Source: an optimization exercise on an open RTL-to-GDS flow (aim: a short achievable clock period and few clock cycles per item). Production flows keep margins and buffers that such runs may drop. Function was not checked in any run shown here: the RTL went through the layout flow alone. No driver is modelled on the clock port, so clocking that relies on it looks cheaper here than on a real chip. No activity file was given, so power comes from the tool's default toggle rates.

==> flow/design.v (outline; a module is shown in full before it is edited, if it fits) <==
// module exec_alu: 26 lines
// module exec_mult: 1760 lines
// module complete_arbiter: 11 lines
// module complete_sorter: 32 lines
// module ex_stage: 132 lines
module ex_stage (
	input  logic                                      clock,
	input  logic                                      reset,
	input  logic [2-1:0]                 issue_valid,
	input  logic [2*2-1:0]               issue_unit,
	input  logic [2*3-1:0]               issue_op,
	input  logic [2*32-1:0]        issue_a,
	input  logic [2*32-1:0]        issue_b,
	input  logic [2*5-1:0]    issue_rob,
	input  logic [2*6-1:0]     issue_pr,
	output logic [2-1:0]              complete_valid,
	output logic [2*5-1:0] complete_rob,
	output logic [2*6-1:0]  complete_pr,
	output logic [2*32-1:0]     complete_value,
	output logic [3-1:0]                    unit_busy
);
  // ...
==> flow/run.sh <==
#!/bin/bash
# synth_recipe.tcl (not shown) runs the flow's synth.tcl, then flattens the netlist and writes it again
# the make line also repeats each setting of config.mk as NAME=value (left out here)
make -C /OpenROAD-flow-scripts/flow DESIGN_CONFIG=/design/flow/config.mk WORK_HOME=/design/flow/orfs CLKGATE_MAP_FILE= SYNTH_SCRIPT=/design/flow/synth_recipe.tcl finish
==> flow/config.mk <==
export PLATFORM = sky130hd
export DESIGN_NAME = ex_stage
export DESIGN_NICKNAME = ex_stage
export VERILOG_FILES = /design/flow/design.v
export SDC_FILE = /design/flow/constraint.sdc
export NUM_CORES = 4
export LEC_CHECK = 0
export ABC_CLOCK_PERIOD_IN_PS = 400
export CAP_MARGIN = 20
export CORE_MARGIN = 2
export CORE_UTILIZATION = 50
export SETUP_SLACK_MARGIN = 4.3
export SLEW_MARGIN = 20
export TNS_END_PERCENT = 100
==> flow/constraint.sdc <==
create_clock -name core_clock -period 6.5 [get_ports {clock}]
set_input_delay 1.3000 -clock core_clock [delete_from_list [all_inputs] [get_ports {clock}]]
set_output_delay 1.3000 -clock core_clock [all_outputs]
set_load 0.01 [all_outputs]
==> impl_metrics.ini, run 1 <==
[clock_tree]
cts_setup_buffers = 87
clkSinkCount = 807
cts.clk_slew.worst_paths_ns = 0.06

[pwr]
comb_power_w = 0.00879
p_sw_w = 0.00768

[place]
pre_cts_ws_ns = 3.05

[logic_synthesis]
ys_seq_area_share_pct = 40.6
synth_commonest_cells = 807 x dfxtp_1, 403 x inv_1, 348 x xnor2_1, 288 x a22oi_1, 287 x ha_1
yosys.area_share.simple_pct = 5.74
synthMuxAreaShare_pct = 5.35

[setup_path]
crit_chain = buf_12, a22oi_2, xnor2_2, fa_1, inv_1, fa_2, inv_1, fa_2
worstSetupPathType = register to register
worst_setup_path_start_kind = register
regToRegEndpoint = mult_i.tree_q[153]$_DFF_P_

[hold_path]
holdPathStages = 0
min_to = spr3_q[2]$_DFF_P_

[floorplan]
core_area_um2 = 78900

[final_layout]
layout.nets = 4890
buffer_area_share_pct = 9.56
area_growth_pct = 27.8
stdcell_area_um2 = 50900
regMostFlops = mult_i.tree_q
clock_area_share_pct = 6.45

[global_route]
antenna_found_initial = 19

[status]
status = finished clean
==> module complete_sorter, before the edit <==
module complete_sorter (
	input  logic                                      clock,
	input  logic                                      reset,
	input  logic [2-1:0]              slot_valid,
	input  logic [2*5-1:0] slot_rob,
	input  logic [2*6-1:0]  slot_pr,
	input  logic [2*32-1:0]     slot_x,
	input  logic [2*32-1:0]     slot_y,
	input  logic [2-1:0]              slot_cin,
	output logic [2-1:0]              complete_valid,
	output logic [2*5-1:0] complete_rob,
	output logic [2*6-1:0]  complete_pr,
	output logic [2*32-1:0]     complete_value
);
	logic [32:0] sum [2];
	for (genvar s = 0; s < 2; s++) begin : g_add
		assign sum[s] = {slot_x[s*32 +: 32], 1'b1}
			+ {slot_y[s*32 +: 32], slot_cin[s]};
	end
	always_ff @(posedge clock) begin
		if (reset)
			complete_valid <= '0;
		else
			complete_valid <= slot_valid;
	end
	always_ff @(posedge clock) begin
		complete_rob <= slot_rob;
		complete_pr  <= slot_pr;
		for (int s = 0; s < 2; s++)
			complete_value[s*32 +: 32] <= sum[s][32:1];
	end
endmodule
==> module ex_stage, before the edit <==
module ex_stage (
	input  logic                                      clock,
	input  logic                                      reset,
	input  logic [2-1:0]                 issue_valid,
	input  logic [2*2-1:0]               issue_unit,
	input  logic [2*3-1:0]               issue_op,
	input  logic [2*32-1:0]        issue_a,
	input  logic [2*32-1:0]        issue_b,
	input  logic [2*5-1:0]    issue_rob,
	input  logic [2*6-1:0]     issue_pr,
	output logic [2-1:0]              complete_valid,
	output logic [2*5-1:0] complete_rob,
	output logic [2*6-1:0]  complete_pr,
	output logic [2*32-1:0]     complete_value,
	output logic [3-1:0]                    unit_busy
);
	localparam int NW  = 2;
	localparam int NS  = 2;
	localparam int XL  = 32;
	localparam int RB  = 5;
	localparam int PB  = 6;
	logic [NW-1:0]    v1_q;
	logic [NW-1:0]    mul1_q;
	logic [NW*3-1:0]  op1_q;
	logic [NW*XL-1:0] a1_q, b1_q;
	logic [NW*RB-1:0] rob1_q;
	logic [NW*PB-1:0] pr1_q;
	logic [3-1:0] busy_q;
	logic             msel;
	assign msel = issue_valid[1] && (issue_unit[3:2] == ex_pkg::UNIT_MULT);
	always_ff @(posedge clock) begin
		if (reset)
			v1_q <= '0;
		else
			v1_q <= issue_valid;
	end
	always_ff @(posedge clock)
		busy_q <= {3{reset}};
	always_ff @(posedge clock) begin
		for (int w = 0; w < NW; w++)
			mul1_q[w] <= issue_unit[w*2 +: 2] == ex_pkg::UNIT_MULT;
		op1_q  <= issue_op;
		a1_q   <= issue_a;
		b1_q   <= issue_b;
		rob1_q <= issue_rob;
		pr1_q  <= issue_pr;
	end
	assign unit_busy = busy_q;
	ex_pkg::xlen_t row_x, row_y;
	exec_mult mult_i (
		.clock(clock),
		.a(msel ? issue_a[XL +: XL] : issue_a[0 +: XL]),
		.b(msel ? issue_b[XL +: XL] : issue_b[0 +: XL]),
		.row_x(row_x), .row_y(row_y)
	);
	logic [NW*XL-1:0] lx, ly;
	logic [NW-1:0]    lc;
	logic [NS-1:0]    slot_valid;
	logic             swap;
	for (genvar w = 0; w < NW; w++) begin : g_alu
		exec_alu alu_i (
			.op(op1_q[w*3 +: 3]),
			.a(a1_q[w*XL +: XL]), .b(b1_q[w*XL +: XL]),
			.x(lx[w*XL +: XL]), .y(ly[w*XL +: XL]), .cin(lc[w])
		);
	end
	complete_arbiter arbiter_i (
		.lane_valid(v1_q), .lane_rob(rob1_q),
		.slot_valid(slot_valid), .swap(swap)
	);
	logic [NW*XL-1:0] lx2_q, ly2_q;
	logic [NW-1:0]    lc2_q;
	logic             swap2_q;
	logic [NS-1:0]    sv2_q;
	logic [NS-1:0]    smul2_q;
	logic [NS*RB-1:0] srob2_q;
	logic [NS*PB-1:0] spr2_q;
	always_ff @(posedge clock) begin
		if (reset)
			sv2_q <= '0;
		else
			sv2_q <= slot_valid;
	end
	always_ff @(posedge clock) begin
		lx2_q   <= lx;
		ly2_q   <= ly;
		lc2_q   <= lc;
		swap2_q <= swap;
		for (int s = 0; s < NS; s++) begin
			smul2_q[s]          <= swap ? v1_q[1-s] && mul1_q[1-s] : v1_q[s] && mul1_q[s];
			srob2_q[s*RB +: RB] <= swap ? rob1_q[(1-s)*RB +: RB] : rob1_q[s*RB +: RB];
			spr2_q[s*PB +: PB]  <= swap ? pr1_q[(1-s)*PB +: PB]  : pr1_q[s*PB +: PB];
		end
	end
	logic [NS-1:0]    sv3_q;
	logic [NS*RB-1:0] srob3_q;
	logic [NS*PB-1:0] spr3_q;
	logic [NS*XL-1:0] sx3_q, sy3_q;
	logic [NS-1:0]    sc3_q;
	always_ff @(posedge clock) begin
		if (reset)
			sv3_q <= '0;
		else
			sv3_q <= sv2_q;
	end
	always_ff @(posedge clock) begin
		srob3_q <= srob2_q;
		spr3_q  <= spr2_q;
		for (int s = 0; s < NS; s++) begin
			if (smul2_q[s]) begin
				sx3_q[s*XL +: XL] <= row_x;
				sy3_q[s*XL +: XL] <= row_y;
				sc3_q[s]          <= 1'b0;
			end else if (swap2_q) begin
				sx3_q[s*XL +: XL] <= lx2_q[(1-s)*XL +: XL];
				sy3_q[s*XL +: XL] <= ly2_q[(1-s)*XL +: XL];
				sc3_q[s]          <= lc2_q[1-s];
			end else begin
				sx3_q[s*XL +: XL] <= lx2_q[s*XL +: XL];
				sy3_q[s*XL +: XL] <= ly2_q[s*XL +: XL];
				sc3_q[s]          <= lc2_q[s];
			end
		end
	end
	complete_sorter sorter_i (
		.clock(clock), .reset(reset),
		.slot_valid(sv3_q), .slot_rob(srob3_q), .slot_pr(spr3_q),
		.slot_x(sx3_q), .slot_y(sy3_q), .slot_cin(sc3_q),
		.complete_valid(complete_valid), .complete_rob(complete_rob),
		.complete_pr(complete_pr), .complete_value(complete_value)
	);
endmodule
==> run 2: changes to the inputs <==
--- a/flow/design.v
+++ b/flow/design.v
@@ -51,26 +51,33 @@
 endmodule
 `timescale 1ns/1ps
 module exec_mult (
-	input  logic                clock,
-	input  logic [32-1:0] a,
-	input  logic [32-1:0] b,
-	output logic [32-1:0] row_x,
-	output logic [32-1:0] row_y
+	input  logic                  clock,
+	input  logic                  sel,
+	input  logic [2*32-1:0] a,
+	input  logic [2*32-1:0] b,
+	output logic [32-1:0]   row_x,
+	output logic [32-1:0]   row_y
 );
 	localparam int ND = 32 / 2;
 	logic [32-1:0] mcand_q;
 	logic [ND-1:0]       one_q, two_q, neg_q;
-	logic [32:0]   bx;
-	assign bx = {b, 1'b0};
-	always_ff @(posedge clock) begin
-		mcand_q <= a;
-		for (int i = 0; i < ND; i++) begin
-			one_q[i] <= bx[2*i+1] ^ bx[2*i];
-			two_q[i] <= (bx[2*i+2] & ~bx[2*i+1] & ~bx[2*i])
+	logic [1:0][ND-1:0]  one_w, two_w, neg_w;
+	for (genvar w = 0; w < 2; w++) begin : g_way
+		logic [32:0] bx;
+		assign bx = {b[w*32 +: 32], 1'b0};
+		for (genvar i = 0; i < ND; i++) begin : g_digit
+			assign one_w[w][i] = bx[2*i+1] ^ bx[2*i];
+			assign two_w[w][i] = (bx[2*i+2] & ~bx[2*i+1] & ~bx[2*i])
 				| (~bx[2*i+2] & bx[2*i+1] & bx[2*i]);
-			neg_q[i] <= bx[2*i+2];
+			assign neg_w[w][i] = bx[2*i+2];
 		end
 	end
+	always_ff @(posedge clock) begin
+		mcand_q <= sel ? a[32 +: 32] : a[0 +: 32];
+		one_q   <= sel ? one_w[1] : one_w[0];
+		two_q   <= sel ? two_w[1] : two_w[0];
+		neg_q   <= sel ? neg_w[1] : neg_w[0];
+	end
 	logic pp_0_0;
 	logic pp_0_1;
 	logic pp_0_2;
@@ -607,7 +614,7 @@
 	logic fc262;
 	logic fs263;
 	logic fc264;
-	logic [166:0] tree_q;
+	logic [166:0] tree1_q;
 	logic hs265;
 	logic hc266;
 	logic hs267;
@@ -1361,282 +1368,282 @@
 	assign fs263 = fs141 ^ fs143 ^ pp_15_1;
 	assign fc264 = (fs141 & fs143) | (fs141 & pp_15_1) | (fs143 & pp_15_1);
 	always_ff @(posedge clock) begin
-		tree_q[0] <= pp_0_0;
-		tree_q[1] <= neg_q[0];
-		tree_q[2] <= pp_0_1;
-		tree_q[3] <= pp_0_2;
-		tree_q[4] <= pp_1_0;
-		tree_q[5] <= neg_q[1];
-		tree_q[6] <= pp_0_3;
-		tree_q[7] <= pp_1_1;
-		tree_q[8] <= pp_0_4;
-		tree_q[9] <= pp_1_2;
-		tree_q[10] <= pp_2_0;
-		tree_q[11] <= neg_q[2];
-		tree_q[12] <= pp_0_5;
-		tree_q[13] <= pp_1_3;
-		tree_q[14] <= pp_2_1;
-		tree_q[15] <= pp_0_6;
-		tree_q[16] <= pp_1_4;
-		tree_q[17] <= pp_2_2;
-		tree_q[18] <= pp_3_0;
-		tree_q[19] <= neg_q[3];
-		tree_q[20] <= pp_0_7;
-		tree_q[21] <= pp_1_5;
-		tree_q[22] <= pp_2_3;
-		tree_q[23] <= pp_3_1;
-		tree_q[24] <= pp_0_8;
-		tree_q[25] <= pp_1_6;
-		tree_q[26] <= pp_2_4;
-		tree_q[27] <= pp_3_2;
-		tree_q[28] <= pp_4_0;
-		tree_q[29] <= neg_q[4];
-		tree_q[30] <= pp_0_9;
-		tree_q[31] <= pp_1_7;
-		tree_q[32] <= pp_2_5;
-		tree_q[33] <= pp_3_3;
-		tree_q[34] <= pp_4_1;
-		tree_q[35] <= hs145;
-		tree_q[36] <= pp_2_6;
-		tree_q[37] <= pp_3_4;
-		tree_q[38] <= pp_4_2;
-		tree_q[39] <= pp_5_0;
-		tree_q[40] <= neg_q[5];
-		tree_q[41] <= hc146;
-		tree_q[42] <= hs147;
-		tree_q[43] <= pp_2_7;
-		tree_q[44] <= pp_3_5;
-		tree_q[45] <= pp_4_3;
-		tree_q[46] <= pp_5_1;
-		tree_q[47] <= hc148;
-		tree_q[48] <= fs149;
-		tree_q[49] <= hs151;
-		tree_q[50] <= pp_5_2;
-		tree_q[51] <= pp_6_0;
-		tree_q[52] <= neg_q[6];
-		tree_q[53] <= fc150;
-		tree_q[54] <= hc152;
-		tree_q[55] <= fs153;
-		tree_q[56] <= hs155;
-		tree_q[57] <= pp_5_3;
-		tree_q[58] <= pp_6_1;
-		tree_q[59] <= fc154;
-		tree_q[60] <= hc156;
-		tree_q[61] <= fs157;
-		tree_q[62] <= fs159;
-		tree_q[63] <= hs161;
-		tree_q[64] <= neg_q[7];
-		tree_q[65] <= fc158;
-		tree_q[66] <= fc160;
-		tree_q[67] <= hc162;
-		tree_q[68] <= fs163;
-		tree_q[69] <= fs165;
-		tree_q[70] <= hs167;
-		tree_q[71] <= fc164;
-		tree_q[72] <= fc166;
-		tree_q[73] <= hc168;
-		tree_q[74] <= fs169;
-		tree_q[75] <= fs171;
-		tree_q[76] <= fs173;
-		tree_q[77] <= fc170;
-		tree_q[78] <= fc172;
-		tree_q[79] <= fc174;
-		tree_q[80] <= fs175;
-		tree_q[81] <= fs177;
-		tree_q[82] <= fs179;
-		tree_q[83] <= fc176;
-		tree_q[84] <= fc178;
-		tree_q[85] <= fc180;
-		tree_q[86] <= fs181;
-		tree_q[87] <= fs183;
-		tree_q[88] <= fs185;
-		tree_q[89] <= fc182;
-		tree_q[90] <= fc184;
-		tree_q[91] <= fc186;
-		tree_q[92] <= fs187;
-		tree_q[93] <= fs189;
-		tree_q[94] <= fs191;
-		tree_q[95] <= fc188;
-		tree_q[96] <= fc190;
-		tree_q[97] <= fc192;
-		tree_q[98] <= fs193;
-		tree_q[99] <= fs195;
-		tree_q[100] <= fs197;
-		tree_q[101] <= fc194;
-		tree_q[102] <= fc196;
-		tree_q[103] <= fc198;
-		tree_q[104] <= fs199;
-		tree_q[105] <= fs201;
-		tree_q[106] <= fs203;
-		tree_q[107] <= fc200;
-		tree_q[108] <= fc202;
-		tree_q[109] <= fc204;
-		tree_q[110] <= fs205;
-		tree_q[111] <= fs207;
-		tree_q[112] <= fs209;
-		tree_q[113] <= fc206;
-		tree_q[114] <= fc208;
-		tree_q[115] <= fc210;
-		tree_q[116] <= fs211;
-		tree_q[117] <= fs213;
-		tree_q[118] <= fs215;
-		tree_q[119] <= fc212;
-		tree_q[120] <= fc214;
-		tree_q[121] <= fc216;
-		tree_q[122] <= fs217;
-		tree_q[123] <= fs219;
-		tree_q[124] <= fs221;
-		tree_q[125] <= fc218;
-		tree_q[126] <= fc220;
-		tree_q[127] <= fc222;
-		tree_q[128] <= fs223;
-		tree_q[129] <= fs225;
-		tree_q[130] <= fs227;
-		tree_q[131] <= fc224;
-		tree_q[132] <= fc226;
-		tree_q[133] <= fc228;
-		tree_q[134] <= fs229;
-		tree_q[135] <= fs231;
-		tree_q[136] <= fs233;
-		tree_q[137] <= fc230;
-		tree_q[138] <= fc232;
-		tree_q[139] <= fc234;
-		tree_q[140] <= fs235;
-		tree_q[141] <= fs237;
-		tree_q[142] <= fs239;
-		tree_q[143] <= fc236;
-		tree_q[144] <= fc238;
-		tree_q[145] <= fc240;
-		tree_q[146] <= fs241;
-		tree_q[147] <= fs243;
-		tree_q[148] <= fs245;
-		tree_q[149] <= fc242;
-		tree_q[150] <= fc244;
-		tree_q[151] <= fc246;
-		tree_q[152] <= fs247;
-		tree_q[153] <= fs249;
-		tree_q[154] <= fs251;
-		tree_q[155] <= fc248;
-		tree_q[156] <= fc250;
-		tree_q[157] <= fc252;
-		tree_q[158] <= fs253;
-		tree_q[159] <= fs255;
-		tree_q[160] <= fs257;
-		tree_q[161] <= fc254;
-		tree_q[162] <= fc256;
-		tree_q[163] <= fc258;
-		tree_q[164] <= fs259;
-		tree_q[165] <= fs261;
-		tree_q[166] <= fs263;
+		tree1_q[0] <= pp_0_0;
+		tree1_q[1] <= neg_q[0];
+		tree1_q[2] <= pp_0_1;
+		tree1_q[3] <= pp_0_2;
+		tree1_q[4] <= pp_1_0;
+		tree1_q[5] <= neg_q[1];
+		tree1_q[6] <= pp_0_3;
+		tree1_q[7] <= pp_1_1;
+		tree1_q[8] <= pp_0_4;
+		tree1_q[9] <= pp_1_2;
+		tree1_q[10] <= pp_2_0;
+		tree1_q[11] <= neg_q[2];
+		tree1_q[12] <= pp_0_5;
+		tree1_q[13] <= pp_1_3;
+		tree1_q[14] <= pp_2_1;
+		tree1_q[15] <= pp_0_6;
+		tree1_q[16] <= pp_1_4;
+		tree1_q[17] <= pp_2_2;
+		tree1_q[18] <= pp_3_0;
+		tree1_q[19] <= neg_q[3];
+		tree1_q[20] <= pp_0_7;
+		tree1_q[21] <= pp_1_5;
+		tree1_q[22] <= pp_2_3;
+		tree1_q[23] <= pp_3_1;
+		tree1_q[24] <= pp_0_8;
+		tree1_q[25] <= pp_1_6;
+		tree1_q[26] <= pp_2_4;
+		tree1_q[27] <= pp_3_2;
+		tree1_q[28] <= pp_4_0;
+		tree1_q[29] <= neg_q[4];
+		tree1_q[30] <= pp_0_9;
+		tree1_q[31] <= pp_1_7;
+		tree1_q[32] <= pp_2_5;
+		tree1_q[33] <= pp_3_3;
+		tree1_q[34] <= pp_4_1;
+		tree1_q[35] <= hs145;
+		tree1_q[36] <= pp_2_6;
+		tree1_q[37] <= pp_3_4;
+		tree1_q[38] <= pp_4_2;
+		tree1_q[39] <= pp_5_0;
+		tree1_q[40] <= neg_q[5];
+		tree1_q[41] <= hc146;
+		tree1_q[42] <= hs147;
+		tree1_q[43] <= pp_2_7;
+		tree1_q[44] <= pp_3_5;
+		tree1_q[45] <= pp_4_3;
+		tree1_q[46] <= pp_5_1;
+		tree1_q[47] <= hc148;
+		tree1_q[48] <= fs149;
+		tree1_q[49] <= hs151;
+		tree1_q[50] <= pp_5_2;
+		tree1_q[51] <= pp_6_0;
+		tree1_q[52] <= neg_q[6];
+		tree1_q[53] <= fc150;
+		tree1_q[54] <= hc152;
+		tree1_q[55] <= fs153;
+		tree1_q[56] <= hs155;
+		tree1_q[57] <= pp_5_3;
+		tree1_q[58] <= pp_6_1;
+		tree1_q[59] <= fc154;
+		tree1_q[60] <= hc156;
+		tree1_q[61] <= fs157;
+		tree1_q[62] <= fs159;
+		tree1_q[63] <= hs161;
+		tree1_q[64] <= neg_q[7];
+		tree1_q[65] <= fc158;
+		tree1_q[66] <= fc160;
+		tree1_q[67] <= hc162;
+		tree1_q[68] <= fs163;
+		tree1_q[69] <= fs165;
+		tree1_q[70] <= hs167;
+		tree1_q[71] <= fc164;
+		tree1_q[72] <= fc166;
+		tree1_q[73] <= hc168;
+		tree1_q[74] <= fs169;
+		tree1_q[75] <= fs171;
+		tree1_q[76] <= fs173;
+		tree1_q[77] <= fc170;
+		tree1_q[78] <= fc172;
+		tree1_q[79] <= fc174;
+		tree1_q[80] <= fs175;
+		tree1_q[81] <= fs177;
+		tree1_q[82] <= fs179;
+		tree1_q[83] <= fc176;
+		tree1_q[84] <= fc178;
+		tree1_q[85] <= fc180;
+		tree1_q[86] <= fs181;
+		tree1_q[87] <= fs183;
+		tree1_q[88] <= fs185;
+		tree1_q[89] <= fc182;
+		tree1_q[90] <= fc184;
+		tree1_q[91] <= fc186;
+		tree1_q[92] <= fs187;
+		tree1_q[93] <= fs189;
+		tree1_q[94] <= fs191;
+		tree1_q[95] <= fc188;
+		tree1_q[96] <= fc190;
+		tree1_q[97] <= fc192;
+		tree1_q[98] <= fs193;
+		tree1_q[99] <= fs195;
+		tree1_q[100] <= fs197;
+		tree1_q[101] <= fc194;
+		tree1_q[102] <= fc196;
+		tree1_q[103] <= fc198;
+		tree1_q[104] <= fs199;
+		tree1_q[105] <= fs201;
+		tree1_q[106] <= fs203;
+		tree1_q[107] <= fc200;
+		tree1_q[108] <= fc202;
+		tree1_q[109] <= fc204;
+		tree1_q[110] <= fs205;
+		tree1_q[111] <= fs207;
+		tree1_q[112] <= fs209;
+		tree1_q[113] <= fc206;
+		tree1_q[114] <= fc208;
+		tree1_q[115] <= fc210;
+		tree1_q[116] <= fs211;
+		tree1_q[117] <= fs213;
+		tree1_q[118] <= fs215;
+		tree1_q[119] <= fc212;
+		tree1_q[120] <= fc214;
+		tree1_q[121] <= fc216;
+		tree1_q[122] <= fs217;
+		tree1_q[123] <= fs219;
+		tree1_q[124] <= fs221;
+		tree1_q[125] <= fc218;
+		tree1_q[126] <= fc220;
+		tree1_q[127] <= fc222;
+		tree1_q[128] <= fs223;
+		tree1_q[129] <= fs225;
+		tree1_q[130] <= fs227;
+		tree1_q[131] <= fc224;
+		tree1_q[132] <= fc226;
+		tree1_q[133] <= fc228;
+		tree1_q[134] <= fs229;
+		tree1_q[135] <= fs231;
+		tree1_q[136] <= fs233;
+		tree1_q[137] <= fc230;
+		tree1_q[138] <= fc232;
+		tree1_q[139] <= fc234;
+		tree1_q[140] <= fs235;
+		tree1_q[141] <= fs237;
+		tree1_q[142] <= fs239;
+		tree1_q[143] <= fc236;
+		tree1_q[144] <= fc238;
+		tree1_q[145] <= fc240;
+		tree1_q[146] <= fs241;
+		tree1_q[147] <= fs243;
+		tree1_q[148] <= fs245;
+		tree1_q[149] <= fc242;
+		tree1_q[150] <= fc244;
+		tree1_q[151] <= fc246;
+		tree1_q[152] <= fs247;
+		tree1_q[153] <= fs249;
+		tree1_q[154] <= fs251;
+		tree1_q[155] <= fc248;
+		tree1_q[156] <= fc250;
+		tree1_q[157] <= fc252;
+		tree1_q[158] <= fs253;
+		tree1_q[159] <= fs255;
+		tree1_q[160] <= fs257;
+		tree1_q[161] <= fc254;
+		tree1_q[162] <= fc256;
+		tree1_q[163] <= fc258;
+		tree1_q[164] <= fs259;
+		tree1_q[165] <= fs261;
+		tree1_q[166] <= fs263;
 	end
-	assign hs265 = tree_q[15] ^ tree_q[16];
-	assign hc266 = tree_q[15] & tree_q[16];
-	assign hs267 = tree_q[20] ^ tree_q[21];
-	assign hc268 = tree_q[20] & tree_q[21];
-	assign fs269 = tree_q[24] ^ tree_q[25] ^ tree_q[26];
-	assign fc270 = (tree_q[24] & tree_q[25]) | (tree_q[24] & tree_q[26]) | (tree_q[25] & tree_q[26]);
-	assign hs271 = tree_q[27] ^ tree_q[28];
-	assign hc272 = tree_q[27] & tree_q[28];
-	assign fs273 = tree_q[30] ^ tree_q[31] ^ tree_q[32];
-	assign fc274 = (tree_q[30] & tree_q[31]) | (tree_q[30] & tree_q[32]) | (tree_q[31] & tree_q[32]);
-	assign hs275 = tree_q[33] ^ tree_q[34];
-	assign hc276 = tree_q[33] & tree_q[34];
-	assign fs277 = tree_q[35] ^ tree_q[36] ^ tree_q[37];
-	assign fc278 = (tree_q[35] & tree_q[36]) | (tree_q[35] & tree_q[37]) | (tree_q[36] & tree_q[37]);
-	assign fs279 = tree_q[38] ^ tree_q[39] ^ tree_q[40];
-	assign fc280 = (tree_q[38] & tree_q[39]) | (tree_q[38] & tree_q[40]) | (tree_q[39] & tree_q[40]);
-	assign fs281 = tree_q[41] ^ tree_q[42] ^ tree_q[43];
-	assign fc282 = (tree_q[41] & tree_q[42]) | (tree_q[41] & tree_q[43]) | (tree_q[42] & tree_q[43]);
-	assign fs283 = tree_q[44] ^ tree_q[45] ^ tree_q[46];
-	assign fc284 = (tree_q[44] & tree_q[45]) | (tree_q[44] & tree_q[46]) | (tree_q[45] & tree_q[46]);
-	assign fs285 = tree_q[47] ^ tree_q[48] ^ tree_q[49];
-	assign fc286 = (tree_q[47] & tree_q[48]) | (tree_q[47] & tree_q[49]) | (tree_q[48] & tree_q[49]);
-	assign fs287 = tree_q[50] ^ tree_q[51] ^ tree_q[52];
-	assign fc288 = (tree_q[50] & tree_q[51]) | (tree_q[50] & tree_q[52]) | (tree_q[51] & tree_q[52]);
-	assign fs289 = tree_q[53] ^ tree_q[54] ^ tree_q[55];
-	assign fc290 = (tree_q[53] & tree_q[54]) | (tree_q[53] & tree_q[55]) | (tree_q[54] & tree_q[55]);
-	assign fs291 = tree_q[56] ^ tree_q[57] ^ tree_q[58];
-	assign fc292 = (tree_q[56] & tree_q[57]) | (tree_q[56] & tree_q[58]) | (tree_q[57] & tree_q[58]);
-	assign fs293 = tree_q[59] ^ tree_q[60] ^ tree_q[61];
-	assign fc294 = (tree_q[59] & tree_q[60]) | (tree_q[59] & tree_q[61]) | (tree_q[60] & tree_q[61]);
-	assign fs295 = tree_q[62] ^ tree_q[63] ^ tree_q[64];
-	assign fc296 = (tree_q[62] & tree_q[63]) | (tree_q[62] & tree_q[64]) | (tree_q[63] & tree_q[64]);
-	assign fs297 = tree_q[65] ^ tree_q[66] ^ tree_q[67];
-	assign fc298 = (tree_q[65] & tree_q[66]) | (tree_q[65] & tree_q[67]) | (tree_q[66] & tree_q[67]);
-	assign fs299 = tree_q[68] ^ tree_q[69] ^ tree_q[70];
-	assign fc300 = (tree_q[68] & tree_q[69]) | (tree_q[68] & tree_q[70]) | (tree_q[69] & tree_q[70]);
-	assign fs301 = tree_q[71] ^ tree_q[72] ^ tree_q[73];
-	assign fc302 = (tree_q[71] & tree_q[72]) | (tree_q[71] & tree_q[73]) | (tree_q[72] & tree_q[73]);
-	assign fs303 = tree_q[74] ^ tree_q[75] ^ tree_q[76];
-	assign fc304 = (tree_q[74] & tree_q[75]) | (tree_q[74] & tree_q[76]) | (tree_q[75] & tree_q[76]);
-	assign fs305 = tree_q[77] ^ tree_q[78] ^ tree_q[79];
-	assign fc306 = (tree_q[77] & tree_q[78]) | (tree_q[77] & tree_q[79]) | (tree_q[78] & tree_q[79]);
-	assign fs307 = tree_q[80] ^ tree_q[81] ^ tree_q[82];
-	assign fc308 = (tree_q[80] & tree_q[81]) | (tree_q[80] & tree_q[82]) | (tree_q[81] & tree_q[82]);
-	assign fs309 = tree_q[83] ^ tree_q[84] ^ tree_q[85];
-	assign fc310 = (tree_q[83] & tree_q[84]) | (tree_q[83] & tree_q[85]) | (tree_q[84] & tree_q[85]);
-	assign fs311 = tree_q[86] ^ tree_q[87] ^ tree_q[88];
-	assign fc312 = (tree_q[86] & tree_q[87]) | (tree_q[86] & tree_q[88]) | (tree_q[87] & tree_q[88]);
-	assign fs313 = tree_q[89] ^ tree_q[90] ^ tree_q[91];
-	assign fc314 = (tree_q[89] & tree_q[90]) | (tree_q[89] & tree_q[91]) | (tree_q[90] & tree_q[91]);
-	assign fs315 = tree_q[92] ^ tree_q[93] ^ tree_q[94];
-	assign fc316 = (tree_q[92] & tree_q[93]) | (tree_q[92] & tree_q[94]) | (tree_q[93] & tree_q[94]);
-	assign fs317 = tree_q[95] ^ tree_q[96] ^ tree_q[97];
-	assign fc318 = (tree_q[95] & tree_q[96]) | (tree_q[95] & tree_q[97]) | (tree_q[96] & tree_q[97]);
-	assign fs319 = tree_q[98] ^ tree_q[99] ^ tree_q[100];
-	assign fc320 = (tree_q[98] & tree_q[99]) | (tree_q[98] & tree_q[100]) | (tree_q[99] & tree_q[100]);
-	assign fs321 = tree_q[101] ^ tree_q[102] ^ tree_q[103];
-	assign fc322 = (tree_q[101] & tree_q[102]) | (tree_q[101] & tree_q[103]) | (tree_q[102] & tree_q[103]);
-	assign fs323 = tree_q[104] ^ tree_q[105] ^ tree_q[106];
-	assign fc324 = (tree_q[104] & tree_q[105]) | (tree_q[104] & tree_q[106]) | (tree_q[105] & tree_q[106]);
-	assign fs325 = tree_q[107] ^ tree_q[108] ^ tree_q[109];
-	assign fc326 = (tree_q[107] & tree_q[108]) | (tree_q[107] & tree_q[109]) | (tree_q[108] & tree_q[109]);
-	assign fs327 = tree_q[110] ^ tree_q[111] ^ tree_q[112];
-	assign fc328 = (tree_q[110] & tree_q[111]) | (tree_q[110] & tree_q[112]) | (tree_q[111] & tree_q[112]);
-	assign fs329 = tree_q[113] ^ tree_q[114] ^ tree_q[115];
-	assign fc330 = (tree_q[113] & tree_q[114]) | (tree_q[113] & tree_q[115]) | (tree_q[114] & tree_q[115]);
-	assign fs331 = tree_q[116] ^ tree_q[117] ^ tree_q[118];
-	assign fc332 = (tree_q[116] & tree_q[117]) | (tree_q[116] & tree_q[118]) | (tree_q[117] & tree_q[118]);
-	assign fs333 = tree_q[119] ^ tree_q[120] ^ tree_q[121];
-	assign fc334 = (tree_q[119] & tree_q[120]) | (tree_q[119] & tree_q[121]) | (tree_q[120] & tree_q[121]);
-	assign fs335 = tree_q[122] ^ tree_q[123] ^ tree_q[124];
-	assign fc336 = (tree_q[122] & tree_q[123]) | (tree_q[122] & tree_q[124]) | (tree_q[123] & tree_q[124]);
-	assign fs337 = tree_q[125] ^ tree_q[126] ^ tree_q[127];
-	assign fc338 = (tree_q[125] & tree_q[126]) | (tree_q[125] & tree_q[127]) | (tree_q[126] & tree_q[127]);
-	assign fs339 = tree_q[128] ^ tree_q[129] ^ tree_q[130];
-	assign fc340 = (tree_q[128] & tree_q[129]) | (tree_q[128] & tree_q[130]) | (tree_q[129] & tree_q[130]);
-	assign fs341 = tree_q[131] ^ tree_q[132] ^ tree_q[133];
-	assign fc342 = (tree_q[131] & tree_q[132]) | (tree_q[131] & tree_q[133]) | (tree_q[132] & tree_q[133]);
-	assign fs343 = tree_q[134] ^ tree_q[135] ^ tree_q[136];
-	assign fc344 = (tree_q[134] & tree_q[135]) | (tree_q[134] & tree_q[136]) | (tree_q[135] & tree_q[136]);
-	assign fs345 = tree_q[137] ^ tree_q[138] ^ tree_q[139];
-	assign fc346 = (tree_q[137] & tree_q[138]) | (tree_q[137] & tree_q[139]) | (tree_q[138] & tree_q[139]);
-	assign fs347 = tree_q[140] ^ tree_q[141] ^ tree_q[142];
-	assign fc348 = (tree_q[140] & tree_q[141]) | (tree_q[140] & tree_q[142]) | (tree_q[141] & tree_q[142]);
-	assign fs349 = tree_q[143] ^ tree_q[144] ^ tree_q[145];
-	assign fc350 = (tree_q[143] & tree_q[144]) | (tree_q[143] & tree_q[145]) | (tree_q[144] & tree_q[145]);
-	assign fs351 = tree_q[146] ^ tree_q[147] ^ tree_q[148];
-	assign fc352 = (tree_q[146] & tree_q[147]) | (tree_q[146] & tree_q[148]) | (tree_q[147] & tree_q[148]);
-	assign fs353 = tree_q[149] ^ tree_q[150] ^ tree_q[151];
-	assign fc354 = (tree_q[149] & tree_q[150]) | (tree_q[149] & tree_q[151]) | (tree_q[150] & tree_q[151]);
-	assign fs355 = tree_q[152] ^ tree_q[153] ^ tree_q[154];
-	assign fc356 = (tree_q[152] & tree_q[153]) | (tree_q[152] & tree_q[154]) | (tree_q[153] & tree_q[154]);
-	assign fs357 = tree_q[155] ^ tree_q[156] ^ tree_q[157];
-	assign fc358 = (tree_q[155] & tree_q[156]) | (tree_q[155] & tree_q[157]) | (tree_q[156] & tree_q[157]);
-	assign fs359 = tree_q[158] ^ tree_q[159] ^ tree_q[160];
-	assign fc360 = (tree_q[158] & tree_q[159]) | (tree_q[158] & tree_q[160]) | (tree_q[159] & tree_q[160]);
-	assign fs361 = tree_q[161] ^ tree_q[162] ^ tree_q[163];
-	assign fc362 = (tree_q[161] & tree_q[162]) | (tree_q[161] & tree_q[163]) | (tree_q[162] & tree_q[163]);
-	assign fs363 = tree_q[164] ^ tree_q[165] ^ tree_q[166];
-	assign fc364 = (tree_q[164] & tree_q[165]) | (tree_q[164] & tree_q[166]) | (tree_q[165] & tree_q[166]);
-	assign hs365 = tree_q[8] ^ tree_q[9];
-	assign hc366 = tree_q[8] & tree_q[9];
-	assign hs367 = tree_q[12] ^ tree_q[13];
-	assign hc368 = tree_q[12] & tree_q[13];
-	assign fs369 = hs265 ^ tree_q[17] ^ tree_q[18];
-	assign fc370 = (hs265 & tree_q[17]) | (hs265 & tree_q[18]) | (tree_q[17] & tree_q[18]);
-	assign fs371 = hc266 ^ hs267 ^ tree_q[22];
-	assign fc372 = (hc266 & hs267) | (hc266 & tree_q[22]) | (hs267 & tree_q[22]);
+	assign hs265 = tree1_q[15] ^ tree1_q[16];
+	assign hc266 = tree1_q[15] & tree1_q[16];
+	assign hs267 = tree1_q[20] ^ tree1_q[21];
+	assign hc268 = tree1_q[20] & tree1_q[21];
+	assign fs269 = tree1_q[24] ^ tree1_q[25] ^ tree1_q[26];
+	assign fc270 = (tree1_q[24] & tree1_q[25]) | (tree1_q[24] & tree1_q[26]) | (tree1_q[25] & tree1_q[26]);
+	assign hs271 = tree1_q[27] ^ tree1_q[28];
+	assign hc272 = tree1_q[27] & tree1_q[28];
+	assign fs273 = tree1_q[30] ^ tree1_q[31] ^ tree1_q[32];
+	assign fc274 = (tree1_q[30] & tree1_q[31]) | (tree1_q[30] & tree1_q[32]) | (tree1_q[31] & tree1_q[32]);
+	assign hs275 = tree1_q[33] ^ tree1_q[34];
+	assign hc276 = tree1_q[33] & tree1_q[34];
+	assign fs277 = tree1_q[35] ^ tree1_q[36] ^ tree1_q[37];
+	assign fc278 = (tree1_q[35] & tree1_q[36]) | (tree1_q[35] & tree1_q[37]) | (tree1_q[36] & tree1_q[37]);
+	assign fs279 = tree1_q[38] ^ tree1_q[39] ^ tree1_q[40];
+	assign fc280 = (tree1_q[38] & tree1_q[39]) | (tree1_q[38] & tree1_q[40]) | (tree1_q[39] & tree1_q[40]);
+	assign fs281 = tree1_q[41] ^ tree1_q[42] ^ tree1_q[43];
+	assign fc282 = (tree1_q[41] & tree1_q[42]) | (tree1_q[41] & tree1_q[43]) | (tree1_q[42] & tree1_q[43]);
+	assign fs283 = tree1_q[44] ^ tree1_q[45] ^ tree1_q[46];
+	assign fc284 = (tree1_q[44] & tree1_q[45]) | (tree1_q[44] & tree1_q[46]) | (tree1_q[45] & tree1_q[46]);
+	assign fs285 = tree1_q[47] ^ tree1_q[48] ^ tree1_q[49];
+	assign fc286 = (tree1_q[47] & tree1_q[48]) | (tree1_q[47] & tree1_q[49]) | (tree1_q[48] & tree1_q[49]);
+	assign fs287 = tree1_q[50] ^ tree1_q[51] ^ tree1_q[52];
+	assign fc288 = (tree1_q[50] & tree1_q[51]) | (tree1_q[50] & tree1_q[52]) | (tree1_q[51] & tree1_q[52]);
+	assign fs289 = tree1_q[53] ^ tree1_q[54] ^ tree1_q[55];
+	assign fc290 = (tree1_q[53] & tree1_q[54]) | (tree1_q[53] & tree1_q[55]) | (tree1_q[54] & tree1_q[55]);
+	assign fs291 = tree1_q[56] ^ tree1_q[57] ^ tree1_q[58];
+	assign fc292 = (tree1_q[56] & tree1_q[57]) | (tree1_q[56] & tree1_q[58]) | (tree1_q[57] & tree1_q[58]);
+	assign fs293 = tree1_q[59] ^ tree1_q[60] ^ tree1_q[61];
+	assign fc294 = (tree1_q[59] & tree1_q[60]) | (tree1_q[59] & tree1_q[61]) | (tree1_q[60] & tree1_q[61]);
+	assign fs295 = tree1_q[62] ^ tree1_q[63] ^ tree1_q[64];
+	assign fc296 = (tree1_q[62] & tree1_q[63]) | (tree1_q[62] & tree1_q[64]) | (tree1_q[63] & tree1_q[64]);
+	assign fs297 = tree1_q[65] ^ tree1_q[66] ^ tree1_q[67];
+	assign fc298 = (tree1_q[65] & tree1_q[66]) | (tree1_q[65] & tree1_q[67]) | (tree1_q[66] & tree1_q[67]);
+	assign fs299 = tree1_q[68] ^ tree1_q[69] ^ tree1_q[70];
+	assign fc300 = (tree1_q[68] & tree1_q[69]) | (tree1_q[68] & tree1_q[70]) | (tree1_q[69] & tree1_q[70]);
+	assign fs301 = tree1_q[71] ^ tree1_q[72] ^ tree1_q[73];
+	assign fc302 = (tree1_q[71] & tree1_q[72]) | (tree1_q[71] & tree1_q[73]) | (tree1_q[72] & tree1_q[73]);
+	assign fs303 = tree1_q[74] ^ tree1_q[75] ^ tree1_q[76];
+	assign fc304 = (tree1_q[74] & tree1_q[75]) | (tree1_q[74] & tree1_q[76]) | (tree1_q[75] & tree1_q[76]);
+	assign fs305 = tree1_q[77] ^ tree1_q[78] ^ tree1_q[79];
+	assign fc306 = (tree1_q[77] & tree1_q[78]) | (tree1_q[77] & tree1_q[79]) | (tree1_q[78] & tree1_q[79]);
+	assign fs307 = tree1_q[80] ^ tree1_q[81] ^ tree1_q[82];
+	assign fc308 = (tree1_q[80] & tree1_q[81]) | (tree1_q[80] & tree1_q[82]) | (tree1_q[81] & tree1_q[82]);
+	assign fs309 = tree1_q[83] ^ tree1_q[84] ^ tree1_q[85];
+	assign fc310 = (tree1_q[83] & tree1_q[84]) | (tree1_q[83] & tree1_q[85]) | (tree1_q[84] & tree1_q[85]);
+	assign fs311 = tree1_q[86] ^ tree1_q[87] ^ tree1_q[88];
+	assign fc312 = (tree1_q[86] & tree1_q[87]) | (tree1_q[86] & tree1_q[88]) | (tree1_q[87] & tree1_q[88]);
+	assign fs313 = tree1_q[89] ^ tree1_q[90] ^ tree1_q[91];
+	assign fc314 = (tree1_q[89] & tree1_q[90]) | (tree1_q[89] & tree1_q[91]) | (tree1_q[90] & tree1_q[91]);
+	assign fs315 = tree1_q[92] ^ tree1_q[93] ^ tree1_q[94];
+	assign fc316 = (tree1_q[92] & tree1_q[93]) | (tree1_q[92] & tree1_q[94]) | (tree1_q[93] & tree1_q[94]);
+	assign fs317 = tree1_q[95] ^ tree1_q[96] ^ tree1_q[97];
+	assign fc318 = (tree1_q[95] & tree1_q[96]) | (tree1_q[95] & tree1_q[97]) | (tree1_q[96] & tree1_q[97]);
+	assign fs319 = tree1_q[98] ^ tree1_q[99] ^ tree1_q[100];
+	assign fc320 = (tree1_q[98] & tree1_q[99]) | (tree1_q[98] & tree1_q[100]) | (tree1_q[99] & tree1_q[100]);
+	assign fs321 = tree1_q[101] ^ tree1_q[102] ^ tree1_q[103];
+	assign fc322 = (tree1_q[101] & tree1_q[102]) | (tree1_q[101] & tree1_q[103]) | (tree1_q[102] & tree1_q[103]);
+	assign fs323 = tree1_q[104] ^ tree1_q[105] ^ tree1_q[106];
+	assign fc324 = (tree1_q[104] & tree1_q[105]) | (tree1_q[104] & tree1_q[106]) | (tree1_q[105] & tree1_q[106]);
+	assign fs325 = tree1_q[107] ^ tree1_q[108] ^ tree1_q[109];
+	assign fc326 = (tree1_q[107] & tree1_q[108]) | (tree1_q[107] & tree1_q[109]) | (tree1_q[108] & tree1_q[109]);
+	assign fs327 = tree1_q[110] ^ tree1_q[111] ^ tree1_q[112];
+	assign fc328 = (tree1_q[110] & tree1_q[111]) | (tree1_q[110] & tree1_q[112]) | (tree1_q[111] & tree1_q[112]);
+	assign fs329 = tree1_q[113] ^ tree1_q[114] ^ tree1_q[115];
+	assign fc330 = (tree1_q[113] & tree1_q[114]) | (tree1_q[113] & tree1_q[115]) | (tree1_q[114] & tree1_q[115]);
+	assign fs331 = tree1_q[116] ^ tree1_q[117] ^ tree1_q[118];
+	assign fc332 = (tree1_q[116] & tree1_q[117]) | (tree1_q[116] & tree1_q[118]) | (tree1_q[117] & tree1_q[118]);
+	assign fs333 = tree1_q[119] ^ tree1_q[120] ^ tree1_q[121];
+	assign fc334 = (tree1_q[119] & tree1_q[120]) | (tree1_q[119] & tree1_q[121]) | (tree1_q[120] & tree1_q[121]);
+	assign fs335 = tree1_q[122] ^ tree1_q[123] ^ tree1_q[124];
+	assign fc336 = (tree1_q[122] & tree1_q[123]) | (tree1_q[122] & tree1_q[124]) | (tree1_q[123] & tree1_q[124]);
+	assign fs337 = tree1_q[125] ^ tree1_q[126] ^ tree1_q[127];
+	assign fc338 = (tree1_q[125] & tree1_q[126]) | (tree1_q[125] & tree1_q[127]) | (tree1_q[126] & tree1_q[127]);
+	assign fs339 = tree1_q[128] ^ tree1_q[129] ^ tree1_q[130];
+	assign fc340 = (tree1_q[128] & tree1_q[129]) | (tree1_q[128] & tree1_q[130]) | (tree1_q[129] & tree1_q[130]);
+	assign fs341 = tree1_q[131] ^ tree1_q[132] ^ tree1_q[133];
+	assign fc342 = (tree1_q[131] & tree1_q[132]) | (tree1_q[131] & tree1_q[133]) | (tree1_q[132] & tree1_q[133]);
+	assign fs343 = tree1_q[134] ^ tree1_q[135] ^ tree1_q[136];
+	assign fc344 = (tree1_q[134] & tree1_q[135]) | (tree1_q[134] & tree1_q[136]) | (tree1_q[135] & tree1_q[136]);
+	assign fs345 = tree1_q[137] ^ tree1_q[138] ^ tree1_q[139];
+	assign fc346 = (tree1_q[137] & tree1_q[138]) | (tree1_q[137] & tree1_q[139]) | (tree1_q[138] & tree1_q[139]);
+	assign fs347 = tree1_q[140] ^ tree1_q[141] ^ tree1_q[142];
+	assign fc348 = (tree1_q[140] & tree1_q[141]) | (tree1_q[140] & tree1_q[142]) | (tree1_q[141] & tree1_q[142]);
+	assign fs349 = tree1_q[143] ^ tree1_q[144] ^ tree1_q[145];
+	assign fc350 = (tree1_q[143] & tree1_q[144]) | (tree1_q[143] & tree1_q[145]) | (tree1_q[144] & tree1_q[145]);
+	assign fs351 = tree1_q[146] ^ tree1_q[147] ^ tree1_q[148];
+	assign fc352 = (tree1_q[146] & tree1_q[147]) | (tree1_q[146] & tree1_q[148]) | (tree1_q[147] & tree1_q[148]);
+	assign fs353 = tree1_q[149] ^ tree1_q[150] ^ tree1_q[151];
+	assign fc354 = (tree1_q[149] & tree1_q[150]) | (tree1_q[149] & tree1_q[151]) | (tree1_q[150] & tree1_q[151]);
+	assign fs355 = tree1_q[152] ^ tree1_q[153] ^ tree1_q[154];
+	assign fc356 = (tree1_q[152] & tree1_q[153]) | (tree1_q[152] & tree1_q[154]) | (tree1_q[153] & tree1_q[154]);
+	assign fs357 = tree1_q[155] ^ tree1_q[156] ^ tree1_q[157];
+	assign fc358 = (tree1_q[155] & tree1_q[156]) | (tree1_q[155] & tree1_q[157]) | (tree1_q[156] & tree1_q[157]);
+	assign fs359 = tree1_q[158] ^ tree1_q[159] ^ tree1_q[160];
+	assign fc360 = (tree1_q[158] & tree1_q[159]) | (tree1_q[158] & tree1_q[160]) | (tree1_q[159] & tree1_q[160]);
+	assign fs361 = tree1_q[161] ^ tree1_q[162] ^ tree1_q[163];
+	assign fc362 = (tree1_q[161] & tree1_q[162]) | (tree1_q[161] & tree1_q[163]) | (tree1_q[162] & tree1_q[163]);
+	assign fs363 = tree1_q[164] ^ tree1_q[165] ^ tree1_q[166];
+	assign fc364 = (tree1_q[164] & tree1_q[165]) | (tree1_q[164] & tree1_q[166]) | (tree1_q[165] & tree1_q[166]);
+	assign hs365 = tree1_q[8] ^ tree1_q[9];
+	assign hc366 = tree1_q[8] & tree1_q[9];
+	assign hs367 = tree1_q[12] ^ tree1_q[13];
+	assign hc368 = tree1_q[12] & tree1_q[13];
+	assign fs369 = hs265 ^ tree1_q[17] ^ tree1_q[18];
+	assign fc370 = (hs265 & tree1_q[17]) | (hs265 & tree1_q[18]) | (tree1_q[17] & tree1_q[18]);
+	assign fs371 = hc266 ^ hs267 ^ tree1_q[22];
+	assign fc372 = (hc266 & hs267) | (hc266 & tree1_q[22]) | (hs267 & tree1_q[22]);
 	assign fs373 = hc268 ^ fs269 ^ hs271;
 	assign fc374 = (hc268 & fs269) | (hc268 & hs271) | (fs269 & hs271);
 	assign fs375 = fc270 ^ hc272 ^ fs273;
@@ -1685,20 +1692,20 @@
 	assign fc418 = (fc354 & fc356) | (fc354 & fs357) | (fc356 & fs357);
 	assign fs419 = fc358 ^ fc360 ^ fs361;
 	assign fc420 = (fc358 & fc360) | (fc358 & fs361) | (fc360 & fs361);
-	assign hs421 = tree_q[3] ^ tree_q[4];
-	assign hc422 = tree_q[3] & tree_q[4];
-	assign hs423 = tree_q[6] ^ tree_q[7];
-	assign hc424 = tree_q[6] & tree_q[7];
-	assign fs425 = hs365 ^ tree_q[10] ^ tree_q[11];
-	assign fc426 = (hs365 & tree_q[10]) | (hs365 & tree_q[11]) | (tree_q[10] & tree_q[11]);
-	assign fs427 = hc366 ^ hs367 ^ tree_q[14];
-	assign fc428 = (hc366 & hs367) | (hc366 & tree_q[14]) | (hs367 & tree_q[14]);
-	assign fs429 = hc368 ^ fs369 ^ tree_q[19];
-	assign fc430 = (hc368 & fs369) | (hc368 & tree_q[19]) | (fs369 & tree_q[19]);
-	assign fs431 = fc370 ^ fs371 ^ tree_q[23];
-	assign fc432 = (fc370 & fs371) | (fc370 & tree_q[23]) | (fs371 & tree_q[23]);
-	assign fs433 = fc372 ^ fs373 ^ tree_q[29];
-	assign fc434 = (fc372 & fs373) | (fc372 & tree_q[29]) | (fs373 & tree_q[29]);
+	assign hs421 = tree1_q[3] ^ tree1_q[4];
+	assign hc422 = tree1_q[3] & tree1_q[4];
+	assign hs423 = tree1_q[6] ^ tree1_q[7];
+	assign hc424 = tree1_q[6] & tree1_q[7];
+	assign fs425 = hs365 ^ tree1_q[10] ^ tree1_q[11];
+	assign fc426 = (hs365 & tree1_q[10]) | (hs365 & tree1_q[11]) | (tree1_q[10] & tree1_q[11]);
+	assign fs427 = hc366 ^ hs367 ^ tree1_q[14];
+	assign fc428 = (hc366 & hs367) | (hc366 & tree1_q[14]) | (hs367 & tree1_q[14]);
+	assign fs429 = hc368 ^ fs369 ^ tree1_q[19];
+	assign fc430 = (hc368 & fs369) | (hc368 & tree1_q[19]) | (fs369 & tree1_q[19]);
+	assign fs431 = fc370 ^ fs371 ^ tree1_q[23];
+	assign fc432 = (fc370 & fs371) | (fc370 & tree1_q[23]) | (fs371 & tree1_q[23]);
+	assign fs433 = fc372 ^ fs373 ^ tree1_q[29];
+	assign fc434 = (fc372 & fs373) | (fc372 & tree1_q[29]) | (fs373 & tree1_q[29]);
 	assign fs435 = fc374 ^ fs375 ^ hs275;
 	assign fc436 = (fc374 & fs375) | (fc374 & hs275) | (fs375 & hs275);
 	assign fs437 = fc376 ^ fs377 ^ fs279;
@@ -1745,12 +1752,12 @@
 	assign fc478 = (fc416 & fs417) | (fc416 & fs359) | (fs417 & fs359);
 	assign fs479 = fc418 ^ fs419 ^ fs363;
 	assign fc480 = (fc418 & fs419) | (fc418 & fs363) | (fs419 & fs363);
-	assign row_x[0] = tree_q[0];
-	assign row_y[0] = tree_q[1];
-	assign row_x[1] = tree_q[2];
+	assign row_x[0] = tree1_q[0];
+	assign row_y[0] = tree1_q[1];
+	assign row_x[1] = tree1_q[2];
 	assign row_y[1] = 1'b0;
 	assign row_x[2] = hs421;
-	assign row_y[2] = tree_q[5];
+	assign row_y[2] = tree1_q[5];
 	assign row_x[3] = hc422;
 	assign row_y[3] = hs423;
 	assign row_x[4] = hc424;
@@ -1823,7 +1830,9 @@
 	assign slot_valid[1] = lane_valid[0] && lane_valid[1];
 endmodule
 `timescale 1ns/1ps
-module complete_sorter (
+module complete_sorter #(
+	parameter int PRE_LEVELS = 0
+) (
 	input  logic                                      clock,
 	input  logic                                      reset,
 	input  logic [2-1:0]              slot_valid,
@@ -1837,22 +1846,68 @@
 	output logic [2*6-1:0]  complete_pr,
 	output logic [2*32-1:0]     complete_value
 );
-	logic [32:0] sum [2];
-	for (genvar s = 0; s < 2; s++) begin : g_add
-		assign sum[s] = {slot_x[s*32 +: 32], 1'b1}
-			+ {slot_y[s*32 +: 32], slot_cin[s]};
-	end
+	localparam int NS = 2;
+	localparam int XL = 32;
+	localparam int LV = $clog2(XL);
+	logic [NS-1:0]    valid_q;
+	logic [NS*5-1:0] rob_q;
+	logic [NS*6-1:0]  pr_q;
 	always_ff @(posedge clock) begin
-		if (reset)
+		if (reset) begin
+			valid_q        <= '0;
 			complete_valid <= '0;
-		else
-			complete_valid <= slot_valid;
+		end else begin
+			valid_q        <= slot_valid;
+			complete_valid <= valid_q;
+		end
 	end
 	always_ff @(posedge clock) begin
-		complete_rob <= slot_rob;
-		complete_pr  <= slot_pr;
-		for (int s = 0; s < 2; s++)
-			complete_value[s*32 +: 32] <= sum[s][32:1];
+		rob_q        <= slot_rob;
+		pr_q         <= slot_pr;
+		complete_rob <= rob_q;
+		complete_pr  <= pr_q;
+	end
+	for (genvar s = 0; s < NS; s++) begin : g_slot
+		logic [(LV+1)*XL-1:0] gl, pl;
+		logic [XL-1:0]        hs;
+		logic [XL-1:0]        g_q, p_q, hs_q;
+		logic                 cin_q;
+		logic [XL-1:0]        carry;
+		assign hs = slot_x[s*XL +: XL] ^ slot_y[s*XL +: XL];
+		assign pl[0 +: XL] = hs;
+		assign gl[0 +: XL] = (slot_x[s*XL +: XL] & slot_y[s*XL +: XL])
+			| {{(XL-1){1'b0}}, hs[0] & slot_cin[s]};
+		for (genvar l = 0; l < LV; l++) begin : g_lvl
+			logic [XL-1:0] gi, pi;
+			if (l < PRE_LEVELS) begin : g_pre
+				assign gi = gl[l*XL +: XL];
+				assign pi = pl[l*XL +: XL];
+			end else if (l == PRE_LEVELS) begin : g_cut
+				assign gi = g_q;
+				assign pi = p_q;
+			end else begin : g_post
+				assign gi = gl[l*XL +: XL];
+				assign pi = pl[l*XL +: XL];
+			end
+			for (genvar i = 0; i < XL; i++) begin : g_bit
+				if (i >= (1 << l)) begin : g_op
+					assign gl[(l+1)*XL + i] = gi[i] | (pi[i] & gi[i - (1 << l)]);
+					assign pl[(l+1)*XL + i] = pi[i] & pi[i - (1 << l)];
+				end else begin : g_pass
+					assign gl[(l+1)*XL + i] = gi[i];
+					assign pl[(l+1)*XL + i] = pi[i];
+				end
+			end
+		end
+		always_ff @(posedge clock) begin
+			g_q   <= gl[PRE_LEVELS*XL +: XL];
+			p_q   <= pl[PRE_LEVELS*XL +: XL];
+			hs_q  <= hs;
+			cin_q <= slot_cin[s];
+		end
+		assign carry = {gl[LV*XL +: XL-1], cin_q};
+		always_ff @(posedge clock)
+			complete_value[s*XL +: XL] <= hs_q ^ carry;
 	end
 endmodule
 `timescale 1ns/1ps
@@ -1906,9 +1961,8 @@
 	assign unit_busy = busy_q;
 	ex_pkg::xlen_t row_x, row_y;
 	exec_mult mult_i (
-		.clock(clock),
-		.a(msel ? issue_a[XL +: XL] : issue_a[0 +: XL]),
-		.b(msel ? issue_b[XL +: XL] : issue_b[0 +: XL]),
+		.clock(clock), .sel(msel),
+		.a(issue_a), .b(issue_b),
 		.row_x(row_x), .row_y(row_y)
 	);
 	logic [NW*XL-1:0] lx, ly;
@@ -1926,13 +1980,12 @@
 		.lane_valid(v1_q), .lane_rob(rob1_q),
 		.slot_valid(slot_valid), .swap(swap)
 	);
-	logic [NW*XL-1:0] lx2_q, ly2_q;
-	logic [NW-1:0]    lc2_q;
-	logic             swap2_q;
 	logic [NS-1:0]    sv2_q;
 	logic [NS-1:0]    smul2_q;
 	logic [NS*RB-1:0] srob2_q;
 	logic [NS*PB-1:0] spr2_q;
+	logic [NS*XL-1:0] sx2_q, sy2_q;
+	logic [NS-1:0]    sc2_q;
 	always_ff @(posedge clock) begin
 		if (reset)
 			sv2_q <= '0;
@@ -1940,50 +1993,37 @@
 			sv2_q <= slot_valid;
 	end
 	always_ff @(posedge clock) begin
-		lx2_q   <= lx;
-		ly2_q   <= ly;
-		lc2_q   <= lc;
-		swap2_q <= swap;
 		for (int s = 0; s < NS; s++) begin
-			smul2_q[s]          <= swap ? v1_q[1-s] && mul1_q[1-s] : v1_q[s] && mul1_q[s];
-			srob2_q[s*RB +: RB] <= swap ? rob1_q[(1-s)*RB +: RB] : rob1_q[s*RB +: RB];
-			spr2_q[s*PB +: PB]  <= swap ? pr1_q[(1-s)*PB +: PB]  : pr1_q[s*PB +: PB];
+			if (swap) begin
+				smul2_q[s]          <= v1_q[1-s] && mul1_q[1-s];
+				srob2_q[s*RB +: RB] <= rob1_q[(1-s)*RB +: RB];
+				spr2_q[s*PB +: PB]  <= pr1_q[(1-s)*PB +: PB];
+				sx2_q[s*XL +: XL]   <= lx[(1-s)*XL +: XL];
+				sy2_q[s*XL +: XL]   <= ly[(1-s)*XL +: XL];
+				sc2_q[s]            <= lc[1-s];
+			end else begin
+				smul2_q[s]          <= v1_q[s] && mul1_q[s];
+				srob2_q[s*RB +: RB] <= rob1_q[s*RB +: RB];
+				spr2_q[s*PB +: PB]  <= pr1_q[s*PB +: PB];
+				sx2_q[s*XL +: XL]   <= lx[s*XL +: XL];
+				sy2_q[s*XL +: XL]   <= ly[s*XL +: XL];
+				sc2_q[s]            <= lc[s];
+			end
 		end
 	end
-	logic [NS-1:0]    sv3_q;
-	logic [NS*RB-1:0] srob3_q;
-	logic [NS*PB-1:0] spr3_q;
-	logic [NS*XL-1:0] sx3_q, sy3_q;
-	logic [NS-1:0]    sc3_q;
-	always_ff @(posedge clock) begin
-		if (reset)
-			sv3_q <= '0;
-		else
-			sv3_q <= sv2_q;
-	end
-	always_ff @(posedge clock) begin
-		srob3_q <= srob2_q;
-		spr3_q  <= spr2_q;
+	logic [NS*XL-1:0] slot_x, slot_y;
+	logic [NS-1:0]    slot_cin;
+	always_comb begin
 		for (int s = 0; s < NS; s++) begin
-			if (smul2_q[s]) begin
-				sx3_q[s*XL +: XL] <= row_x;
-				sy3_q[s*XL +: XL] <= row_y;
-				sc3_q[s]          <= 1'b0;
-			end else if (swap2_q) begin
-				sx3_q[s*XL +: XL] <= lx2_q[(1-s)*XL +: XL];
-				sy3_q[s*XL +: XL] <= ly2_q[(1-s)*XL +: XL];
-				sc3_q[s]          <= lc2_q[1-s];
-			end else begin
-				sx3_q[s*XL +: XL] <= lx2_q[s*XL +: XL];
-				sy3_q[s*XL +: XL] <= ly2_q[s*XL +: XL];
-				sc3_q[s]          <= lc2_q[s];
-			end
+			slot_x[s*XL +: XL] = smul2_q[s] ? row_x : sx2_q[s*XL +: XL];
+			slot_y[s*XL +: XL] = smul2_q[s] ? row_y : sy2_q[s*XL +: XL];
+			slot_cin[s]        = !smul2_q[s] && sc2_q[s];
 		end
 	end
 	complete_sorter sorter_i (
 		.clock(clock), .reset(reset),
-		.slot_valid(sv3_q), .slot_rob(srob3_q), .slot_pr(spr3_q),
-		.slot_x(sx3_q), .slot_y(sy3_q), .slot_cin(sc3_q),
+		.slot_valid(sv2_q), .slot_rob(srob2_q), .slot_pr(spr2_q),
+		.slot_x(slot_x), .slot_y(slot_y), .slot_cin(slot_cin),
 		.complete_valid(complete_valid), .complete_rob(complete_rob),
 		.complete_pr(complete_pr), .complete_value(complete_value)
 	);
==> flow/flow/run.sh (new file) <==
#!/bin/bash
set -euo pipefail
here=$(pwd)
export POST_CTS_TCL=$here/flow/post_cts.tcl
bash standard.sh ADDER_MAP_FILE= finish > $here/standard_flow.log 2>&1
==> flow/flow/post_cts.tcl (new file) <==
proc clk_collapse { maxport } {
  set block [ord::get_db_block]
  set cnet [$block findNet clock]
  while {1} {
    set loads {}
    foreach it [$cnet getITerms] { if {[$it isInputSignal]} { lappend loads $it } }
    set others [llength $loads]
    set best ""
    foreach it $loads {
      set inst [$it getInst]
      if {![string match "sky130_fd_sc_hd__clkbuf_*" [[$inst getMaster] getName]]} { continue }
      set n 0
      foreach o [[[$inst findITerm X] getNet] getITerms] { if {[$o isInputSignal]} { incr n } }
      if {$others - 1 + $n <= $maxport} { set best $inst; break }
    }
    if {$best eq ""} { break }
    set onet [[$best findITerm X] getNet]
    set sinks {}
    foreach o [$onet getITerms] { if {[$o isInputSignal]} { lappend sinks $o } }
    foreach o $sinks { $o disconnect; $o connect $cnet }
    puts "clk_collapse: removed [$best getName], the clock port now feeds [expr {$others - 1 + [llength $sinks]}] pins"
    [$best findITerm A] disconnect
    odb::dbInst_destroy $best
    odb::dbNet_destroy $onet
  }
}
clk_collapse 4
estimate_parasitics -placement
report_clock_latency
==> flow/standard.sh (new file) <==
#!/bin/bash
# synth_recipe.tcl (not shown) runs the flow's synth.tcl, then flattens the netlist and writes it again
# the make line also repeats each setting of config.mk as NAME=value (left out here)
make -C /OpenROAD-flow-scripts/flow DESIGN_CONFIG=/design/flow/config.mk WORK_HOME=/design/flow/orfs CLKGATE_MAP_FILE= SYNTH_SCRIPT=/design/flow/synth_recipe.tcl "${@:-finish}"
==> flow/config.mk (replaced) <==
export PLATFORM = sky130hd
export DESIGN_NAME = ex_stage
export DESIGN_NICKNAME = ex_stage
export VERILOG_FILES = /design/flow/design.v
export SDC_FILE = /design/flow/constraint.sdc
export NUM_CORES = 4
export LEC_CHECK = 0
export ABC_CLOCK_PERIOD_IN_PS = 1500
export CAP_MARGIN = 20
export CORE_MARGIN = 2
export CORE_UTILIZATION = 50
export CTS_BUF_LIST = sky130_fd_sc_hd__clkbuf_16
export CTS_CLUSTER_DIAMETER = 80
export CTS_CLUSTER_SIZE = 25
export SETUP_SLACK_MARGIN = 4.6
export SLEW_MARGIN = 20
export TNS_END_PERCENT = 100
removed: flow/run.sh
==> run 2 against run 1 <==
  * Worst setup slack worse by 0.38 ns
  * Combinational power up 77%
  * Sequential power up 3.6%
  * Critical path type unchanged
  * Clock power down 41%
  * Sequential share of layout area down 1.7 points
  * Non-clock buffer count up 206
  * Final cell count up 4.2%
  * Utilization up 4.8 points
  * Area after synthesis down 1.7%
  * Die area down 1.7%
  * Still clean on timing, DRC and antenna
  * Hold slack better by 0.00054 ns
==> impl_metrics.ini, run 2 <==
[setup_path]
crit_chain = nor2b_4, maj3_2, maj3_2, maj3_2, maj3_2, o21ai_4, buf_12, buf_12, buf_16, mux2_4
crit_fanout = 6
max_stage_delay_ns = 0.36
worst_setup_path_start_kind = register
crit_buf_inv = 3
required_ns = 6.84
critPathSlowestCell = maj3_2
arrival_ns = 3.31
worstSetupPathType = register to register
path_delay_family = adder cells
worst_setup_path_end_kind = register
critPathMostFrequentCell = maj3_2

[logic_synthesis]
ys_warn_count = 4
synth_top_area_share_pct = 41.1
syn-num-nets = 4223
yosys.cell_count.top_type = dfxtp_1
yosysUniqueCellTypes = 64
synth_area_per_cell_um2 = 9.64
syn_area_um2 = 39100
synthArstFlopShare_pct = 0
synth_commonest_cells = 804 x dfxtp_1, 725 x xnor2_1, 319 x a22oi_1, 230 x nor2_1
syn_inst = 4059
ys_seq_area_share_pct = 41.1
ys_seq_elements = 804
synth_top_area_cell = dfxtp_1
synth_edf_count = 0
netlist_top_cells_area = dfxtp_1 41%, xnor2_1 16%, a22oi_1 6.1%, maj3_1 4.8%, xor2_1 4.7%
yosys_most_used_dff = dfxtp_1

[final_layout]
layout_common_cells = 572 x dfxtp_1, 511 x xnor2_1, 258 x a22oi_1
fin_cells = 5599
largest_reg_flops = 167
area_growth_pct = 37.3
layout.nets = 4692
final_common_cell = dfxtp_1
drive_gt1_share_pct = 36.9
fillers = 5743
post-route-util_pct = 69.4
regMostFlops = mult_i.tree1_q

[place]
gp_congestion = 0.880
placed_cells = 5161
dp_hpwl_um = 90700
io_buffers = 254
pre_cts_ws_ns = 2.81

[route]
first_pass_iters = 6
via_per_inst = 5.86
dr.max_layer_used = met4
wl_um = 147000
detail_route.drc_violations = 0
wl_per_cell_um = 26.2
antenna_left = 0
met1_length_um = 60100
vias = 32800
wl_met3_um = 12500
dr_wl_met2_um = 66100
drtIter0Drc = 3026

[clock_tree]
cts.clk_slew.worst_paths_ns = 0.09
cts_tree = done
clkLatencyLatePin_ns = 0.45
clkSinkCount = 804

[floorplan]
rows = 102
initial_core_util_pct = 50.5
pin_count = 255
dieArea_um2 = 80500
die_w_um = 284
core_area_um2 = 77500
fp.dieH_um = 284

[timing]
fmax_mhz = 336
rsz0062_at_grt = true
worst_slew_pin_slew_ns = 0.865
max_slew_margin_pct = 42.3
fin_worst_skew_ns = 0.0411
maxSlewViolCount = 0
finalHoldViolations = 0
min_period_ns = 2.98
setup_viol = 0
fin_crit_sh_pct = 45.8
postLayoutSetupSlackWorst_ns = 3.52
fin_setup_tns_ns = 0

[pwr]
leakagePower_nw = 21.7
total_power_w = 0.0257
power_density_nw_per_um2 = 478
ir_drop_mv = 0.845

[global_route]
first_global_vias = 30500
grt_pass1_wl_um = 202000
overflow = 0
grt_start_max_net_pins = 73
antenna_found_initial = 5
grt_usage_pct = 33.6

[hold_path]
min_path_type = register to register

[run]
maxCapViolCount = 0

[status]
status = finished clean
==> run 2: stage by stage <==
| stage | cell area (µm²) | hold WS [ns] |
|---|---|---|
| global route | 53700 | 0.336 |
| floorplan | 40000 | 0.310 |
| finish | 53700 | 0.326 |
| detailed placement | 43000 | 0.312 |
| global placement | 43000 | 0.310 |
==> run 2: cells by family after synthesis <==
group,count (synthesis),share of synthesized area [%]
and+or+nand+nor,703,8.30
buffers and inverters,297,3.00
muxes,258,7.02
adders and majority gates,190,4.87
DFF,804,41.1
xor gates and xnor gates,937,21.0
AOI/OAI and AO/OA,870,14.7
==> run 2: worst paths after layout <==
kind                                  from                              end  cells past startpoint  slack (ns)
setup reg to reg         rob1_q[0]$_DFF_P_                sx2_q[12]$_DFF_P_                     10        3.52
hold reg to reg   sorter_i.pr_q[5]$_DFF_P_  sorter_i.complete_pr[5]$_DFF_P_                      0        0.33
hold / removal    sorter_i.pr_q[5]$_DFF_P_  sorter_i.complete_pr[5]$_DFF_P_                      0        0.33
setup / recovery         rob1_q[0]$_DFF_P_                sx2_q[12]$_DFF_P_                     10        3.52
==> run 2: final cells by class <==
class,count,area (µm²),area share [%]
Clock inverter,24,312,0.580
Inverter,55,206,0.384
Sequential cell,804,16500,30.8
Antenna cell,6,15.0,0.0279
Clock buffer,47,1180,2.19
Multi-Input combinational cell,2974,26900,50.0
Timing Repair Buffer,649,7340,13.7
Tap cell,1040,1300,2.42
==> run 2: per-layer routing <==
layer	global-route usage, %	vias to the layer above
li1	-	14900
met1	44.7	15900
met2	53.0	1568
met3	6.08	406
met4	15.0	0
met5	0	-
==> run 2: where the power goes <==
| part | switching, W | leakage [nW] | internal (W) |
|---|---|---|---|
| logic | 0.00802 | 14.2 | 0.00760 |
| registers | 0.000859 | 6.78 | 0.00597 |
| clock network | 0.00180 | 0.727 | 0.00146 |

==> what the ideal ports hide <==
The flow's constraints put no driver on any port. The routed layouts listed below were extracted and timed again, unchanged, in two steps. Step 1 sets driving cells, clkbuf_16 on the clock port and buf_2 on the other inputs (assumed; they add their load-dependent delay and slew). Step 2, shift: input delay + t, output delay - t, t = (earliest + latest rising clock arrival at the registers) / 2. This alone moves slack from input paths to output paths. Three values: no drivers, after step 1, after step 2; two values: the first two.
run	shift t [ns]	setup WS [ns]
run 1	0.722	3.900 / 3.900 / 3.654
run 2	0.564	3.524 / 3.524 / 3.524
After both steps every run listed still meets setup and hold.
